Context: an optimization exercise on an open-source flow, tuned for small area. The choices shown serve that exercise and are no tape-out recipe. The RTL was checked by simulation tests, not by an equivalence proof against the original design. Power is estimated from default activity; no workload was simulated.

<file path="design.v">
package lcf_pkg;
  localparam int CFG_IDX_W = 4;
  localparam logic [CFG_IDX_W-1:0] REG_CONNECT_TIMEOUT    = 4'd0;
  localparam logic [CFG_IDX_W-1:0] REG_DISCONNECT_TIMEOUT = 4'd1;
  localparam logic [CFG_IDX_W-1:0] REG_HEARTBEAT_TIMEOUT  = 4'd2;
  localparam logic [CFG_IDX_W-1:0] REG_MAX_RETRIES        = 4'd3;
  localparam logic [3:0] FUNC_TICK       = 4'd0;
  localparam logic [3:0] FUNC_CONNECT    = 4'd1;
  localparam logic [3:0] FUNC_ACCEPT     = 4'd2;
  localparam logic [3:0] FUNC_DISCONNECT = 4'd3;
  localparam logic [3:0] FUNC_DISC_ACK   = 4'd4;
  localparam logic [3:0] FUNC_REMOTE     = 4'd5;
  localparam logic [3:0] FUNC_FORCE      = 4'd6;
  localparam logic [3:0] FUNC_ACTIVITY   = 4'd7;
  localparam logic [3:0] FUNC_RESET      = 4'd8;
  localparam logic [1:0] LS_DISCONNECTED  = 2'd0;
  localparam logic [1:0] LS_CONNECTING    = 2'd1;
  localparam logic [1:0] LS_CONNECTED     = 2'd2;
  localparam logic [1:0] LS_DISCONNECTING = 2'd3;
  localparam logic [1:0] ACT_NONE      = 2'd0;
  localparam logic [1:0] ACT_RETRY     = 2'd1;
  localparam logic [1:0] ACT_TIMED_OUT = 2'd2;
  localparam logic [1:0] ACT_COMPLETE  = 2'd3;
  localparam logic [2:0] RSN_NONE        = 3'd0;
  localparam logic [2:0] RSN_LOCAL       = 3'd1;
  localparam logic [2:0] RSN_REMOTE      = 3'd2;
  localparam logic [2:0] RSN_TIMEOUT     = 3'd3;
  localparam logic [2:0] RSN_MAX_RETRIES = 3'd4;
  localparam logic STATUS_OK      = 1'b0;
  localparam logic STATUS_INVALID = 1'b1;
  typedef struct packed {
    logic [3:0]  func;
    logic [31:0] peer_user_id;
    logic [2:0]  force_reason;
  } in_item_t;
  typedef struct packed {
    logic        status;
    logic [1:0]  tick_action;
    logic [1:0]  link_state;
    logic [31:0] user_id_out;
    logic        user_id_valid;
    logic [2:0]  last_reason;
    logic        connected_event;
    logic        disconnected_event;
    logic        connect_failed_event;
    logic        state_changed;
  } out_item_t;
  typedef struct packed {
    logic [31:0] connect_timeout;
    logic [31:0] disconnect_timeout;
    logic [31:0] heartbeat_timeout;
    logic [7:0]  max_connect_retries;
  } cfg_regs_t;
endpackage
module lcf_cfg (
  input  logic                          clk,
  input  logic                          rst,
  input  logic                          cfg_valid,
  output logic                          cfg_ready,
  input  logic [lcf_pkg::CFG_IDX_W-1:0] cfg_index,
  input  logic [31:0]                   cfg_data,
  output lcf_pkg::cfg_regs_t            regs
);
  assign cfg_ready = 1'b1;
  always_ff @(posedge clk) begin
    if (rst) begin
      regs.connect_timeout     <= 32'd100;
      regs.disconnect_timeout  <= 32'd100;
      regs.heartbeat_timeout   <= 32'd1000;
      regs.max_connect_retries <= 8'd3;
    end else if (cfg_valid) begin
      case (cfg_index)
        lcf_pkg::REG_CONNECT_TIMEOUT:    regs.connect_timeout     <= cfg_data;
        lcf_pkg::REG_DISCONNECT_TIMEOUT: regs.disconnect_timeout  <= cfg_data;
        lcf_pkg::REG_HEARTBEAT_TIMEOUT:  regs.heartbeat_timeout   <= cfg_data;
        lcf_pkg::REG_MAX_RETRIES:        regs.max_connect_retries <= cfg_data[7:0];
        default: ;
      endcase
    end
  end
endmodule
module lcf_in_stage (
  input  logic              clk,
  input  logic              rst,
  input  logic              in_valid,
  output logic              in_stall,
  input  lcf_pkg::in_item_t in_data,
  input  logic              take,       
  output logic              held_valid,
  output lcf_pkg::in_item_t held_item
);
  assign in_stall = held_valid && !take;
  always_ff @(posedge clk) begin
    if (rst) begin
      held_valid <= 1'b0;
    end else if (!in_stall) begin
      held_valid <= in_valid;
    end
    if (!in_stall && in_valid) begin
      held_item <= in_data;
    end
  end
endmodule
module lcf_core #(
  parameter int TIMER_BITS = 32
) (
  input  logic               clk,
  input  logic               rst,
  input  lcf_pkg::cfg_regs_t regs,
  input  logic               item_valid,
  input  lcf_pkg::in_item_t  item,
  output logic               take,
  output logic               out_valid,
  input  logic               out_stall,
  output lcf_pkg::out_item_t out_data
);
  localparam int CMP_W = (TIMER_BITS > 32) ? TIMER_BITS : 32;
  typedef enum logic [1:0] {
    ST_DISC     = 2'd0,
    ST_CONNING  = 2'd1,
    ST_CONN     = 2'd2,
    ST_DISCING  = 2'd3
  } state_t;
  state_t                 st, st_next;
  logic [TIMER_BITS-1:0]  state_ticks, state_ticks_next;
  logic [TIMER_BITS-1:0]  idle_ticks, idle_ticks_next;
  logic [TIMER_BITS-1:0]  st_inc, idl_inc;
  logic [7:0]             retry_count, retry_count_next;
  logic [31:0]            held_user_id, held_user_id_next;
  logic                   held_user_valid, held_user_valid_next;
  logic [2:0]             reason, reason_next;
  lcf_pkg::out_item_t     res;
  function automatic logic [TIMER_BITS-1:0] sat_inc(input logic [TIMER_BITS-1:0] v);
    sat_inc = v;
    if (!(&v)) sat_inc = v + 1'b1;
  endfunction
  function automatic logic reached(input logic [TIMER_BITS-1:0] t, input logic [31:0] lim);
    logic [CMP_W-1:0] tw, lw;
    tw = t;
    lw = lim;
    reached = (tw >= lw);
  endfunction
  assign take = item_valid && (!out_valid || !out_stall);
  always_comb begin
    st_next              = st;
    state_ticks_next     = state_ticks;
    idle_ticks_next      = idle_ticks;
    retry_count_next     = retry_count;
    held_user_id_next    = held_user_id;
    held_user_valid_next = held_user_valid;
    reason_next          = reason;
    st_inc               = sat_inc(state_ticks);
    idl_inc              = sat_inc(idle_ticks);
    res                  = '0;
    res.status           = lcf_pkg::STATUS_OK;
    res.tick_action      = lcf_pkg::ACT_NONE;
    case (item.func)
      lcf_pkg::FUNC_TICK: begin
        state_ticks_next = st_inc;
        idle_ticks_next  = idl_inc;
        case (st)
          ST_CONNING: begin
            if (reached(st_inc, regs.connect_timeout)) begin
              if (retry_count >= regs.max_connect_retries) begin
                reason_next              = lcf_pkg::RSN_MAX_RETRIES;
                st_next                  = ST_DISC;
                res.connect_failed_event = 1'b1;
                res.disconnected_event   = 1'b1;
                res.tick_action          = lcf_pkg::ACT_TIMED_OUT;
              end else begin
                retry_count_next = retry_count + 8'd1;
                state_ticks_next = '0;
                res.tick_action  = lcf_pkg::ACT_RETRY;
              end
            end
          end
          ST_CONN: begin
            if (reached(idl_inc, regs.heartbeat_timeout)) begin
              reason_next            = lcf_pkg::RSN_TIMEOUT;
              st_next                = ST_DISC;
              res.disconnected_event = 1'b1;
              res.tick_action        = lcf_pkg::ACT_TIMED_OUT;
            end
          end
          ST_DISCING: begin
            if (reached(st_inc, regs.disconnect_timeout)) begin
              reason_next            = lcf_pkg::RSN_LOCAL;
              st_next                = ST_DISC;
              res.disconnected_event = 1'b1;
              res.tick_action        = lcf_pkg::ACT_COMPLETE;
            end
          end
          default: ;
        endcase
      end
      lcf_pkg::FUNC_CONNECT: begin
        if (st != ST_DISC) begin
          res.status = lcf_pkg::STATUS_INVALID;
        end else begin
          retry_count_next     = '0;
          held_user_valid_next = 1'b0;
          reason_next          = lcf_pkg::RSN_NONE;
          st_next              = ST_CONNING;
        end
      end
      lcf_pkg::FUNC_ACCEPT: begin
        if (st != ST_CONNING) begin
          res.status = lcf_pkg::STATUS_INVALID;
        end else begin
          held_user_id_next    = item.peer_user_id;
          held_user_valid_next = 1'b1;
          st_next              = ST_CONN;
          res.connected_event  = 1'b1;
        end
      end
      lcf_pkg::FUNC_DISCONNECT: begin
        if (st != ST_CONN) begin
          res.status = lcf_pkg::STATUS_INVALID;
        end else begin
          st_next = ST_DISCING;
        end
      end
      lcf_pkg::FUNC_DISC_ACK: begin
        if (st != ST_DISCING) begin
          res.status = lcf_pkg::STATUS_INVALID;
        end else begin
          reason_next            = lcf_pkg::RSN_LOCAL;
          st_next                = ST_DISC;
          res.disconnected_event = 1'b1;
        end
      end
      lcf_pkg::FUNC_REMOTE: begin
        if (st == ST_DISC) begin
          res.status = lcf_pkg::STATUS_INVALID;
        end else begin
          reason_next            = lcf_pkg::RSN_REMOTE;
          st_next                = ST_DISC;
          res.disconnected_event = 1'b1;
        end
      end
      lcf_pkg::FUNC_FORCE: begin
        if (st != ST_DISC) begin
          reason_next            = item.force_reason;
          st_next                = ST_DISC;
          res.disconnected_event = 1'b1;
        end
      end
      lcf_pkg::FUNC_ACTIVITY: begin
        idle_ticks_next = '0;
      end
      lcf_pkg::FUNC_RESET: begin
        st_next              = ST_DISC;
        state_ticks_next     = '0;
        idle_ticks_next      = '0;
        retry_count_next     = '0;
        held_user_id_next    = '0;
        held_user_valid_next = 1'b0;
        reason_next          = lcf_pkg::RSN_NONE;
      end
      default: begin
        res.status = lcf_pkg::STATUS_INVALID;
      end
    endcase
    if (st_next != st) begin
      state_ticks_next = '0;
      idle_ticks_next  = '0;
      if (st_next == ST_DISC) begin
        held_user_valid_next = 1'b0;
      end
    end
    res.link_state    = 2'(st_next);
    res.user_id_out   = held_user_valid_next ? held_user_id_next : 32'd0;
    res.user_id_valid = held_user_valid_next;
    res.last_reason   = reason_next;
    res.state_changed = (st_next != st);
  end
  always_ff @(posedge clk) begin
    if (rst) begin
      st              <= ST_DISC;
      state_ticks     <= '0;
      idle_ticks      <= '0;
      retry_count     <= '0;
      held_user_id    <= '0;
      held_user_valid <= 1'b0;
      reason          <= lcf_pkg::RSN_NONE;
      out_valid       <= 1'b0;
    end else if (take) begin
      st              <= st_next;
      state_ticks     <= state_ticks_next;
      idle_ticks      <= idle_ticks_next;
      retry_count     <= retry_count_next;
      held_user_id    <= held_user_id_next;
      held_user_valid <= held_user_valid_next;
      reason          <= reason_next;
      out_valid       <= 1'b1;
    end else if (!out_stall) begin
      out_valid       <= 1'b0;
    end
    if (take) begin
      out_data <= res;
    end
  end
endmodule
module link_connection_fsm_top #(
  parameter int TIMER_BITS = 16     
) (
  input  logic                          clk,
  input  logic                          rst,
  input  logic                          in_valid,
  output logic                          in_stall,
  input  logic [38:0]                   in_data,    
  output logic                          out_valid,
  input  logic                          out_stall,
  output logic [44:0]                   out_data,   
  input  logic                          cfg_valid,
  output logic                          cfg_ready,
  input  logic [lcf_pkg::CFG_IDX_W-1:0] cfg_index,
  input  logic [31:0]                   cfg_data
);
  lcf_pkg::cfg_regs_t regs;
  lcf_pkg::in_item_t  held_item;
  logic               held_valid;
  logic               take;
  lcf_pkg::in_item_t  in_item;
  lcf_pkg::out_item_t out_item;
  assign in_item  = in_data;
  assign out_data = out_item;
  lcf_cfg u_cfg (
    .clk       (clk),
    .rst       (rst),
    .cfg_valid (cfg_valid),
    .cfg_ready (cfg_ready),
    .cfg_index (cfg_index),
    .cfg_data  (cfg_data),
    .regs      (regs)
  );
  lcf_in_stage u_in (
    .clk        (clk),
    .rst        (rst),
    .in_valid   (in_valid),
    .in_stall   (in_stall),
    .in_data    (in_item),
    .take       (take),
    .held_valid (held_valid),
    .held_item  (held_item)
  );
  lcf_core #(
    .TIMER_BITS (TIMER_BITS)
  ) u_core (
    .clk        (clk),
    .rst        (rst),
    .regs       (regs),
    .item_valid (held_valid),
    .item       (held_item),
    .take       (take),
    .out_valid  (out_valid),
    .out_stall  (out_stall),
    .out_data   (out_item)
  );
endmodule
</file>
<file path="run.sh">
#!/bin/bash
# synth_recipe.tcl (not shown) runs the flow's synth.tcl, then flattens the netlist and writes it again
# the make line also repeats each setting of config.mk as NAME=value (left out here)
make -C /OpenROAD-flow-scripts/flow DESIGN_CONFIG=/design/flow/config.mk WORK_HOME=/design/flow/orfs CLKGATE_MAP_FILE= SYNTH_SCRIPT=/design/flow/synth_recipe.tcl finish
</file>
<file path="config.mk">
export PLATFORM = sky130hd
export DESIGN_NAME = link_connection_fsm_top
export DESIGN_NICKNAME = link_connection_fsm_top
export VERILOG_FILES = /design/flow/design.v
export SDC_FILE = /design/flow/constraint.sdc
export NUM_CORES = 4
export LEC_CHECK = 0
export CAP_MARGIN = 20
export CORE_MARGIN = 2
export CORE_UTILIZATION = 40
export SLEW_MARGIN = 20
</file>
<file path="constraint.sdc">
create_clock -name core_clock -period 6.0 [get_ports {clk}]
set_input_delay 1.2000 -clock core_clock [delete_from_list [all_inputs] [get_ports {clk}]]
set_output_delay 1.2000 -clock core_clock [all_outputs]
set_load 0.01 [all_outputs]
</file>
==> notes.md <==
kinds of logic after synthesis:
group | synth area share, %
flops | 49.9
other cells | 0.0301
fa+ha+maj | 6.01
compound gates | 18.3
mux | 1.17
simple gates | 18.1
buf+inv | 4.78
xor+xnor | 1.69
where the power goes:
group          total (mW)  switching, mW  internal [mW]
logic               0.266          0.152          0.114
clock network        1.95          0.741           1.21
registers            1.94         0.0289           1.91
cell usage after synthesis (23+ instances only):
library cell                 n  area share [%]
sky130_fd_sc_hd__a21oi_1   126             5.1
sky130_fd_sc_hd__a22oi_1    34             2.1
sky130_fd_sc_hd__nand2_1   246             7.4
sky130_fd_sc_hd__nand4_1    23             1.2
sky130_fd_sc_hd__clkbuf_1   58             1.7
sky130_fd_sc_hd__inv_1      64             1.9
sky130_fd_sc_hd__nor2_1     81             2.4
sky130_fd_sc_hd__edfxtp_1   84              20
sky130_fd_sc_hd__a22o_1     56             3.9
sky130_fd_sc_hd__ha_1       59             5.9
sky130_fd_sc_hd__nand3_1    31             1.2
sky130_fd_sc_hd__dfxtp_1   184              30
cell type report:
type | instances | share of cell area [%]
Clock buffer | 35 | 5.10
Sequential cell | 268 | 41.3
Clock inverter | 16 | 1.83
Multi-Input combinational cell | 915 | 37.7
Timing Repair Buffer | 138 | 9.06
Inverter | 67 | 1.67
Tap cell | 396 | 3.30
registers in the layout, summed over array words and instances, names as in the netlist:
signal	count
u_cfg.regs	104
u_core.out_data	45
u_in.held_item	39
u_core.held_user_id	32
u_core.idle_ticks	16
u_core.state_ticks	16
u_core.retry_count	8
u_core.reason	3
u_core.st	2
u_core.held_user_valid	1
u_core.out_valid	1
u_in.held_valid	1
per-stage QoR:
stage | util (%) | power [mW] | setup WS (ns) | instances | hold WS, ns
floorplan | - | 2.10 | 1.87 | 1325 | 0.436
global placement | 45.6 | 2.24 | 1.20 | 1783 | 0.442
detailed placement | 45.7 | 2.25 | 1.01 | 1784 | 0.447
CTS | 49.1 | 4.19 | 0.984 | 1835 | 0.457
global route | 49.1 | 4.30 | 0.478 | 1835 | 0.475
finish | 49.1 | 4.16 | 0.925 | 1835 | 0.454
cell usage in the layout, fill, tap and decap left out, drive strengths merged, types with 8 or more instances in the layout:
cell type and n:
inv 67, and2 11, o21a 8, a22oi 34, buf 13, clkbuf 35
a21oi 127, nand4 24, o211ai 17, clkdlybuf4s50 125, a22o 56, nor2b 8
nor3 21, nor2 85, nand3 31, ha 59, nand2 246, xnor2 21
o21ai 26, nor4 17, and3 10, and4 8, mux2i 10, dfxtp 184
edfxtp 84
worst max-delay path, stage by stage, from the launching register on:
cell and delay (ns):
sky130_fd_sc_hd__dfxtp_1 0.41, sky130_fd_sc_hd__ha_1 0.31, sky130_fd_sc_hd__nand4_1 0.24, sky130_fd_sc_hd__nor3_1 0.53
sky130_fd_sc_hd__nor2_1 0.21, sky130_fd_sc_hd__and4_1 0.26, sky130_fd_sc_hd__xor2_1 0.25, sky130_fd_sc_hd__ha_1 0.31
sky130_fd_sc_hd__a21oi_1 0.15, sky130_fd_sc_hd__o21ai_0 0.11, sky130_fd_sc_hd__a221oi_1 0.64, sky130_fd_sc_hd__nand2_1 0.25
sky130_fd_sc_hd__a32oi_1 0.29, sky130_fd_sc_hd__a31oi_2 0.21, sky130_fd_sc_hd__a21oi_4 0.16, sky130_fd_sc_hd__buf_4 0.38
sky130_fd_sc_hd__a22o_1 0.20
per-layer routing:
metal / global-route usage, % / share of wire [%]
met4: 4.97 / 2.1
met5: 0 / 0.040
met3: 3.44 / 5.1
met2: 31.6 / 46
met1: 26.5 / 46
how the worst max path moves through the flow:
| stage | endpoint | slack, ns |
|---|---|---|
| 2_1_floorplan | u_core.out_data[32] | 1.87 |
| 3_3_place_gp | u_core.out_data[26] | 1.20 |
| 3_5_place_dp | u_core.out_data[34] | 1.01 |
| 4_1_cts | u_core.out_data[34] | 0.98 |
| 5_1_grt | u_core.out_data[20] | 0.48 |
| 6_report | u_core.out_data[34] | 0.92 |
==> flow_results.xml <==
<?xml version="1.0" encoding="UTF-8"?>
<metrics>
  <group name="critical_path">
    <metric name="start_point_of_the_critical_path" unit="">u_core.state_ticks[0]</metric>
    <metric name="worstPathArrival" unit="ns">5.49</metric>
    <metric name="endpoint_kind" unit="">register</metric>
    <metric name="critical_path_peak_fanout" unit="">32</metric>
    <metric name="reg2reg_setup_slack" unit="ns">0.92</metric>
    <metric name="r2r_cells" unit="">16</metric>
    <metric name="r2r-end" unit="">u_core.out_data[34]</metric>
    <metric name="start_kind" unit="">register</metric>
    <metric name="crit-reg2reg-launch" unit="">u_core.state_ticks[0]</metric>
    <metric name="timing_worst_setup_path_type" unit="">register to register</metric>
    <metric name="critPathRequiredTime" unit="ns">6.42</metric>
  </group>
  <group name="power_and_ir_drop">
    <metric name="ir_drop" unit="mV">0.181</metric>
    <metric name="powerDensity" unit="nW/um2">277</metric>
    <metric name="power_leakage" unit="nW">5.49</metric>
  </group>
  <group name="synth">
    <metric name="flops_latches_synth" unit="">268</metric>
    <metric name="synth-edff-count" unit="">84</metric>
    <metric name="netlist-cell-type-count" unit="">84</metric>
    <metric name="mappedNetlistNets" unit="">1464</metric>
    <metric name="synth_area_per_cell" unit="um2">9.39</metric>
    <metric name="synth_cell_area" unit="um2">12400</metric>
    <metric name="yosysSeqAreaShare" unit="%">49.9</metric>
    <metric name="netlist_instances" unit="">1325</metric>
    <metric name="async_reset_ff_share" unit="%">0</metric>
    <metric name="ys_warn_count" unit="">3</metric>
    <metric name="dominantRegCellSynth" unit="">sky130_fd_sc_hd__dfxtp_1</metric>
  </group>
  <group name="global_routing">
    <metric name="largest_net_degree_at_the_start_of_global_routing" unit="">70</metric>
    <metric name="vias_in_the_first_global_route" unit="">9697</metric>
    <metric name="number_of_antenna_violations_at_the_first_check_in_global_routing" unit="">1</metric>
    <metric name="grt_pass1_wl" unit="mm">51.8</metric>
    <metric name="grt_usage" unit="%">19.3</metric>
    <metric name="grt_overflow_total" unit="">0</metric>
  </group>
  <group name="floorplan">
    <metric name="std_cell_rows" unit="">64</metric>
    <metric name="i_o_pins" unit="">128</metric>
    <metric name="fp.coreArea" unit="um2">30600</metric>
    <metric name="start_util" unit="%">40.7</metric>
    <metric name="design.die.area" unit="um2">32500</metric>
    <metric name="chipWidth" unit="um">180</metric>
    <metric name="fp.dieH" unit="um">180</metric>
  </group>
  <group name="final_layout">
    <metric name="final_design_area_no_fill" unit="um2">15000</metric>
    <metric name="share_of_cells_above_drive_strength_1" unit="%">6.39</metric>
    <metric name="multi_input_comb_area" unit="um2">5670</metric>
    <metric name="final_nets" unit="">1557</metric>
    <metric name="register_area" unit="um2">6210</metric>
    <metric name="fillCellCount" unit="">2858</metric>
    <metric name="n_antenna_cell" unit="">0</metric>
    <metric name="flow.area_growth_from_synthesis" unit="%">20.8</metric>
  </group>
  <group name="worst_hold_path">
    <metric name="min_path_type" unit="">register to register</metric>
    <metric name="hold_path_depth" unit="">2</metric>
    <metric name="hold_path_end" unit="">u_cfg.regs[83]</metric>
    <metric name="hold_path_origin" unit="">u_cfg.regs[83]</metric>
  </group>
  <group name="placed_design">
    <metric name="number_of_port_buffers" unit="">126</metric>
    <metric name="post_detailed_placement_cell_area" unit="um2">14000</metric>
    <metric name="dp_hpwl" unit="mm">21.4</metric>
    <metric name="gp_routability_congestion" unit="">0.884</metric>
  </group>
  <group name="sta">
    <metric name="min_period" unit="ns">5.08</metric>
    <metric name="final_min_period_over_clock_period" unit="%">84.6</metric>
    <metric name="timing.setup.tns" unit="ns">0</metric>
    <metric name="grt_setup_unrepaired" unit="">no</metric>
    <metric name="max_freq" unit="MHz">197</metric>
    <metric name="timing_worst_slew_pin_value" unit="ns">1.05</metric>
    <metric name="timing.final.max_slew_violations" unit="">0</metric>
    <metric name="max-slew-margin-rel" unit="%">30.3</metric>
    <metric name="timing_hold_violations_final" unit="">0</metric>
    <metric name="fin_worst_skew" unit="ns">0.0177</metric>
    <metric name="setup-violations-final" unit="">0</metric>
  </group>
  <group name="clocking">
    <metric name="level_count_of_the_clock_h_tree" unit="">1</metric>
    <metric name="cts_tree" unit="">built</metric>
    <metric name="clock_path_buffers" unit="">3</metric>
    <metric name="post_cts_buffers" unit="">0</metric>
    <metric name="insertion_delay" unit="ns">0.56</metric>
    <metric name="cts_hold_buf" unit="">0</metric>
    <metric name="clk_pin_slew_worst_paths" unit="ns">0.06</metric>
    <metric name="cts.repair.resized" unit="">0</metric>
    <metric name="cts_buffers" unit="">28</metric>
    <metric name="clock_sink_count" unit="">268</metric>
    <metric name="clock-root-buffer" unit="">sky130_fd_sc_hd__clkbuf_16</metric>
  </group>
  <group name="route">
    <metric name="routed-via-count" unit="">10065</metric>
    <metric name="detail_route.iter0.violations" unit="">788</metric>
    <metric name="vias_per_cell" unit="">5.49</metric>
    <metric name="drt_first_pass_iters" unit="">5</metric>
    <metric name="post-route-drc-count" unit="">0</metric>
    <metric name="drt_wl_total" unit="mm">32.2</metric>
    <metric name="postRouteAntennaNets" unit="">0</metric>
    <metric name="post_drt_wl_per_cell" unit="um">17.5</metric>
  </group>
  <group name="job">
    <metric name="cap_viol_max_count" unit="">0</metric>
  </group>
  <group name="status">
    <metric name="outcome" unit="">complete, no violations</metric>
  </group>
</metrics>

-- port drivers added, routing unchanged --
Ports are ideal in the flow. The routed layout listed here was re-timed in OpenROAD.
Step 1: set_driving_cell puts a clkbuf_16 on clk and a buf_2 on each other input, an assumption about the parent block.
Step 2, shift: input delay + t, output delay - t, t = (earliest + latest rising clock arrival at the registers) / 2. This alone moves slack from input paths to output paths.
Slacks: no drivers / after step 1 / after step 2; pairs: no drivers / after step 1.
t (ns): 0.602
slack for setup (ns): 0.925 / 0.925 / 0.925
cell pins on the clock port's net: 1
After both steps this run still meets setup and hold. For this run, drivers alone change the setup slack by 0.000 ns; drivers and shift together by 0.000 ns.
